This is an optimization exercise on Yosys and OpenROAD, whose aim is small area, not a production implementation. Function was checked by simulation only, so behaviour that the tests miss may differ from the original.

==> inputs of v7 <==
## sobel_window_reader
module sobel_window_reader
#(
  parameter int IMG_W = 128,
  parameter int IMG_H = 128,
  parameter int PIX_W = sobel_pkg::PIX_W_DEF
) (
  input  logic                 clk,
  input  logic                 rst,
  input  logic                 pix_valid_i,
  input  logic [7:0]           pix_i,
  output logic [71:0]          win_o,
  output logic                 win_valid_o,
  output logic                 frame_done_o,
  output logic [6:0]           row_o,
  output logic [6:0]           col_o
);
  localparam int CW = (IMG_W > 1) ? $clog2(IMG_W) : 1;
  localparam int RW = (IMG_H > 1) ? $clog2(IMG_H) : 1;
  logic             en;
  logic [PIX_W-1:0] tap_q [9];
  logic [PIX_W-1:0] tap_d [9];
  logic [PIX_W-1:0] a_out;
  logic [PIX_W-1:0] b_out;
  logic [CW-1:0]    col_q;
  logic [RW-1:0]    row_q;
  logic             acc_q;
  assign en = pix_valid_i;
  line_delay #(.DEPTH(IMG_W - 3), .PIX_W(PIX_W)) u_delay_a (
    .clk    (clk),
    .rst    (rst),
    .en_i   (en),
    .din_i  (tap_q[sobel_pkg::TAP_BL]),
  ...
==> module line_delay, before the edit <==
module line_delay
#(
  parameter int DEPTH = 125,
  parameter int PIX_W = sobel_pkg::PIX_W_DEF
) (
  input  logic             clk,
  input  logic             rst,
  input  logic             en_i,
  input  logic [PIX_W-1:0] din_i,
  output logic [PIX_W-1:0] dout_o
);
  logic [PIX_W-1:0] sr_q [DEPTH];
  logic [PIX_W-1:0] keep_w;
  assign keep_w = {PIX_W{!rst}};
  always_ff @(posedge clk) begin
    sr_q[0] <= en_i ? din_i : (sr_q[0] & keep_w);
    for (int i = 1; i < DEPTH; i++) begin
      sr_q[i] <= en_i ? sr_q[i-1] : (sr_q[i] & keep_w);
    end
  end
  assign dout_o = sr_q[DEPTH-1];
endmodule
==> module sobel_window_reader, before the edit <==
module sobel_window_reader
#(
  parameter int IMG_W = 128,
  parameter int IMG_H = 128,
  parameter int PIX_W = sobel_pkg::PIX_W_DEF
) (
  input  logic                 clk,
  input  logic                 rst,
  input  logic                 pix_valid_i,
  input  logic [7:0]           pix_i,
  output logic [71:0]          win_o,
  output logic                 win_valid_o,
  output logic                 frame_done_o,
  output logic [6:0]           row_o,
  output logic [6:0]           col_o
);
  localparam int CW = (IMG_W > 1) ? $clog2(IMG_W) : 1;
  localparam int RW = (IMG_H > 1) ? $clog2(IMG_H) : 1;
  logic             en;
  logic [PIX_W-1:0] tap_q [9];
  logic [PIX_W-1:0] tap_d [9];
  logic [PIX_W-1:0] a_out;
  logic [PIX_W-1:0] b_out;
  logic [CW-1:0]    col_q;
  logic [RW-1:0]    row_q;
  logic             acc_q;
  assign en = pix_valid_i;
  line_delay #(.DEPTH(IMG_W - 3), .PIX_W(PIX_W)) u_delay_a (
    .clk    (clk),
    .rst    (rst),
    .en_i   (en),
    .din_i  (tap_q[sobel_pkg::TAP_BL]),
    .dout_o (a_out)
  );
  line_delay #(.DEPTH(IMG_W - 3), .PIX_W(PIX_W)) u_delay_b (
    .clk    (clk),
    .rst    (rst),
    .en_i   (en),
    .din_i  (tap_q[sobel_pkg::TAP_ML]),
    .dout_o (b_out)
  );
  always_comb begin
    tap_d[sobel_pkg::TAP_TL] = tap_q[sobel_pkg::TAP_TM];
    tap_d[sobel_pkg::TAP_TM] = tap_q[sobel_pkg::TAP_TR];
    tap_d[sobel_pkg::TAP_TR] = b_out;
    tap_d[sobel_pkg::TAP_ML] = tap_q[sobel_pkg::TAP_MM];
    tap_d[sobel_pkg::TAP_MM] = tap_q[sobel_pkg::TAP_MR];
    tap_d[sobel_pkg::TAP_MR] = a_out;
    tap_d[sobel_pkg::TAP_BL] = tap_q[sobel_pkg::TAP_BM];
    tap_d[sobel_pkg::TAP_BM] = tap_q[sobel_pkg::TAP_BR];
    tap_d[sobel_pkg::TAP_BR] = pix_i;
  end
  always_ff @(posedge clk) begin
    for (int i = 0; i < 9; i++) begin
      tap_q[i] <= en ? tap_d[i] : (tap_q[i] & {PIX_W{!rst}});
    end
  end
  always_ff @(posedge clk) begin
    if (rst) begin
      col_q <= CW'(IMG_W - 2);
      row_q <= RW'(IMG_H - 2);
      acc_q <= 1'b0;
    end else begin
      acc_q <= en;
      if (en) begin
        col_q <= col_q + CW'(1);
        if (col_q == CW'(IMG_W - 2)) begin
          row_q <= row_q + RW'(1);
        end
      end
    end
  end
  assign win_valid_o  = acc_q && (col_q != '0) && (col_q != CW'(IMG_W - 1))
                              && (row_q != '0) && (row_q != RW'(IMG_H - 1));
  assign frame_done_o = acc_q && (col_q == CW'(IMG_W - 2)) && (row_q == RW'(IMG_H - 2));
  assign row_o        = row_q;
  assign col_o        = col_q;
  assign win_o        = {tap_q[sobel_pkg::TAP_TL], tap_q[sobel_pkg::TAP_TM], tap_q[sobel_pkg::TAP_TR],
                         tap_q[sobel_pkg::TAP_ML], tap_q[sobel_pkg::TAP_MM], tap_q[sobel_pkg::TAP_MR],
                         tap_q[sobel_pkg::TAP_BL], tap_q[sobel_pkg::TAP_BM], tap_q[sobel_pkg::TAP_BR]};
endmodule
clock: 5.0 ns
lec_check: 0
cap_margin: 20
core_margin: 2
core_utilization: 70
cts_buf_list: sky130_fd_sc_hd__clkbuf_4
cts_cluster_diameter: 40
cts_cluster_size: 12
slew_margin: 20
run.sh (not shown) runs the stock make flow with config.mk's settings and CLKGATE_MAP_FILE= SYNTH_SCRIPT=/design/flow/synth_recipe.tcl, a recipe that flattens the netlist after the stock synthesis.
==> v19 (differences from v7) <==
==> flow/flow/run.sh (new file) <==
#!/bin/bash
# The standard ORFS layout with three changes to how it is built:
#  - port buffers are buf_1 (the default pick is a 10 um2 delay buffer),
#  - CTS inserts no dummy loads,
#  - CTS uses clkbuf_4 buffers, sinks in clusters of at most 12 within 40 um.
# Everything else (synthesis, floorplan, power grid, tap cells, timing repair) is standard.sh.
set -euo pipefail
bash standard.sh \
  "BUFFER_PORTS_ARGS=-buffer_cell sky130_fd_sc_hd__buf_1" \
  "CTS_ARGS=-sink_clustering_enable -repair_clock_nets -dont_use_dummy_load -sink_clustering_size 11 -sink_clustering_max_diameter 40 -buf_list sky130_fd_sc_hd__clkbuf_4" \
  finish > flow_make.log 2>&1
==> flow/standard.sh (new file) <==
#!/bin/bash
# synth_recipe.tcl (not shown) runs the flow's synth.tcl, then flattens the netlist and writes it again
# the make line also repeats each setting of config.mk as NAME=value (left out here)
make -C /OpenROAD-flow-scripts/flow DESIGN_CONFIG=/design/flow/config.mk WORK_HOME=/design/flow/orfs CLKGATE_MAP_FILE= SYNTH_SCRIPT=/design/flow/synth_recipe.tcl "${@:-finish}"
--- a/flow/config.mk
+++ b/flow/config.mk
@@ -7,8 +7,6 @@
 export LEC_CHECK = 0
 export CAP_MARGIN = 20
 export CORE_MARGIN = 2
-export CORE_UTILIZATION = 70
-export CTS_BUF_LIST = sky130_fd_sc_hd__clkbuf_4
-export CTS_CLUSTER_DIAMETER = 40
-export CTS_CLUSTER_SIZE = 12
+export CORE_UTILIZATION = 85
+export PLACE_DENSITY = 0.9
 export SLEW_MARGIN = 20
removed: flow/run.sh
==> v12 (differences from v7) <==
==> flow/design.v (replaced) <==
package sobel_pkg;
  localparam int PIX_W_DEF = 8;
  localparam int WIN_W     = 9 * PIX_W_DEF;
  localparam int TAP_TL = 8;
  localparam int TAP_TM = 7;
  localparam int TAP_TR = 6;
  localparam int TAP_ML = 5;
  localparam int TAP_MM = 4;
  localparam int TAP_MR = 3;
  localparam int TAP_BL = 2;
  localparam int TAP_BM = 1;
  localparam int TAP_BR = 0;
  function automatic logic [PIX_W_DEF-1:0] win_tap(input logic [WIN_W-1:0] win,
                                                   input int              k);
    win_tap = win[k*PIX_W_DEF +: PIX_W_DEF];
  endfunction
endpackage
module line_delay
#(
  parameter int DEPTH = 128,
  parameter int PIX_W = sobel_pkg::PIX_W_DEF
) (
  input  logic             clk,
  input  logic             rst,
  input  logic             en_i,
  input  logic [PIX_W-1:0] din_i,
  output logic [PIX_W-1:0] dout_o
);
  localparam int PTR_W = (DEPTH > 1) ? $clog2(DEPTH) : 1;
  logic [PIX_W-1:0] mem_q [DEPTH];
  logic [PTR_W-1:0] ptr_q;
  logic [PTR_W-1:0] ptr_d;
  assign dout_o = mem_q[ptr_q];
  always_comb begin
    ptr_d = ptr_q;
    if (en_i) begin
      ptr_d = (ptr_q == PTR_W'(DEPTH - 1)) ? '0 : ptr_q + PTR_W'(1);
    end
  end
  always_ff @(posedge clk) begin
    if (rst) begin
      ptr_q <= '0;
    end else begin
      ptr_q <= ptr_d;
    end
  end
  always_ff @(posedge clk) begin
    if (en_i && !rst) begin
      mem_q[ptr_q] <= din_i;
    end
  end
endmodule
module sobel_window_reader
#(
  parameter int IMG_W = 128,
  parameter int IMG_H = 128,
  parameter int PIX_W = sobel_pkg::PIX_W_DEF
) (
  input  logic                 clk,
  input  logic                 rst,
  input  logic                 pix_valid_i,
  input  logic [7:0]           pix_i,
  output logic [71:0]          win_o,
  output logic                 win_valid_o,
  output logic                 frame_done_o,
  output logic [6:0]           row_o,
  output logic [6:0]           col_o
);
  localparam int CW = (IMG_W > 1) ? $clog2(IMG_W) : 1;
  localparam int RW = (IMG_H > 1) ? $clog2(IMG_H) : 1;
  logic             acc;
  logic [PIX_W-1:0] a_out;
  logic [PIX_W-1:0] b_out;
  logic [CW-1:0]    col_cnt_q, col_cnt_d;
  logic [RW-1:0]    row_cnt_q, row_cnt_d;
  logic             last_col, last_row, in_window;
  logic [PIX_W-1:0] tap_q [9];
  logic [PIX_W-1:0] tap_d [9];
  logic             win_valid_q, win_valid_d;
  logic             frame_done_q, frame_done_d;
  logic [RW-1:0]    row_out_q;
  logic [CW-1:0]    col_out_q;
  assign acc = pix_valid_i;
  line_delay #(.DEPTH(IMG_W), .PIX_W(PIX_W)) u_delay_a (
    .clk    (clk),
    .rst    (rst),
    .en_i   (acc),
    .din_i  (pix_i),
    .dout_o (a_out)
  );
  line_delay #(.DEPTH(IMG_W), .PIX_W(PIX_W)) u_delay_b (
    .clk    (clk),
    .rst    (rst),
    .en_i   (acc),
    .din_i  (a_out),
    .dout_o (b_out)
  );
  always_comb begin
    last_col  = (col_cnt_q == CW'(IMG_W - 1));
    last_row  = (row_cnt_q == RW'(IMG_H - 1));
    in_window = (row_cnt_q >= RW'(2)) && (col_cnt_q >= CW'(2));
    col_cnt_d = col_cnt_q;
    row_cnt_d = row_cnt_q;
    if (acc) begin
      if (last_col) begin
        col_cnt_d = '0;
        row_cnt_d = last_row ? '0 : row_cnt_q + RW'(1);
      end else begin
        col_cnt_d = col_cnt_q + CW'(1);
      end
    end
    win_valid_d  = acc && in_window;
    frame_done_d = acc && last_col && last_row;
  end
  always_comb begin
    tap_d[sobel_pkg::TAP_TL] = tap_q[sobel_pkg::TAP_TM];
    tap_d[sobel_pkg::TAP_TM] = tap_q[sobel_pkg::TAP_TR];
    tap_d[sobel_pkg::TAP_TR] = b_out;
    tap_d[sobel_pkg::TAP_ML] = tap_q[sobel_pkg::TAP_MM];
    tap_d[sobel_pkg::TAP_MM] = tap_q[sobel_pkg::TAP_MR];
    tap_d[sobel_pkg::TAP_MR] = a_out;
    tap_d[sobel_pkg::TAP_BL] = tap_q[sobel_pkg::TAP_BM];
    tap_d[sobel_pkg::TAP_BM] = tap_q[sobel_pkg::TAP_BR];
    tap_d[sobel_pkg::TAP_BR] = pix_i;
  end
  always_ff @(posedge clk) begin
    if (rst) begin
      col_cnt_q    <= '0;
      row_cnt_q    <= '0;
      win_valid_q  <= 1'b0;
      frame_done_q <= 1'b0;
      row_out_q    <= '0;
      col_out_q    <= '0;
      for (int i = 0; i < 9; i++) begin
        tap_q[i] <= '0;
      end
    end else begin
      col_cnt_q    <= col_cnt_d;
      row_cnt_q    <= row_cnt_d;
      win_valid_q  <= win_valid_d;
      frame_done_q <= frame_done_d;
      if (acc) begin
        for (int i = 0; i < 9; i++) begin
          tap_q[i] <= tap_d[i];
        end
      end
      if (win_valid_d) begin
        row_out_q <= row_cnt_q - RW'(1);
        col_out_q <= col_cnt_q - CW'(1);
      end
    end
  end
  assign win_o        = {tap_q[sobel_pkg::TAP_TL], tap_q[sobel_pkg::TAP_TM], tap_q[sobel_pkg::TAP_TR],
                             tap_q[sobel_pkg::TAP_ML], tap_q[sobel_pkg::TAP_MM], tap_q[sobel_pkg::TAP_MR],
                             tap_q[sobel_pkg::TAP_BL], tap_q[sobel_pkg::TAP_BM], tap_q[sobel_pkg::TAP_BR]};
  assign win_valid_o  = win_valid_q;
  assign frame_done_o = frame_done_q;
  assign row_o        = row_out_q;
  assign col_o        = col_out_q;
endmodule
--- a/flow/config.mk
+++ b/flow/config.mk
@@ -7,8 +7,5 @@
 export LEC_CHECK = 0
 export CAP_MARGIN = 20
 export CORE_MARGIN = 2
-export CORE_UTILIZATION = 70
-export CTS_BUF_LIST = sky130_fd_sc_hd__clkbuf_4
-export CTS_CLUSTER_DIAMETER = 40
-export CTS_CLUSTER_SIZE = 12
+export CORE_UTILIZATION = 40
 export SLEW_MARGIN = 20
==> v5 (differences from v7) <==
--- a/flow/config.mk
+++ b/flow/config.mk
@@ -7,8 +7,5 @@
 export LEC_CHECK = 0
 export CAP_MARGIN = 20
 export CORE_MARGIN = 2
-export CORE_UTILIZATION = 70
-export CTS_BUF_LIST = sky130_fd_sc_hd__clkbuf_4
-export CTS_CLUSTER_DIAMETER = 40
-export CTS_CLUSTER_SIZE = 12
+export CORE_UTILIZATION = 40
 export SLEW_MARGIN = 20
==> comparison <==
- In v12 the cell count is larger than in v5, by about 14%.
- In v7 the wire length is smaller than in v19, by about 7%.
- Via count: v12 is higher than v5 (about 27%).
- Global-route usage, highest first: v19, v12, v7, v5.
- In v12 the first-iteration DRC count is larger than in v19, by 93%.
- Between v7 and v12, the lower flip-flop and latch count is in v7 (gap 84).

==> re-timing with driven ports <==
The results above use ideal ports. As a check the final layouts listed here were re-extracted and re-timed, cells and wires unchanged. Step 1: set_driving_cell puts a clkbuf_16 on clk and a buf_2 on each other input, an assumption about the parent block. Step 2, shift: input delay + t, output delay - t, t = (earliest + latest rising clock arrival at the registers) / 2. This alone moves slack from input paths to output paths. a / b / c = ideal / step 1 / step 2; a / b = the first two.
run | shift t [ns] | slack for setup (ns) | hold WS [ns] | worst setup path at the end | pins driven straight from the clock port
v7 | 1.158 | 0.985 / 0.919 / 1.593 | 0.400 / 0.395 / 0.467 | input to register | 1
v19 | 1.107 | 1.166 / 1.097 / 1.768 | 0.168 / 0.133 / 0.430 | input to register | 1
v12 | 0.931 | 0.563 / 0.563 / 0.563 | 0.494 / 0.494 / 0.494 | register to register | 1
v5 | 0.855 | 1.306 / 1.233 / 1.687 | 0.450 / 0.450 / 0.450 | input to register | 1
After both steps every run listed still meets setup and hold.
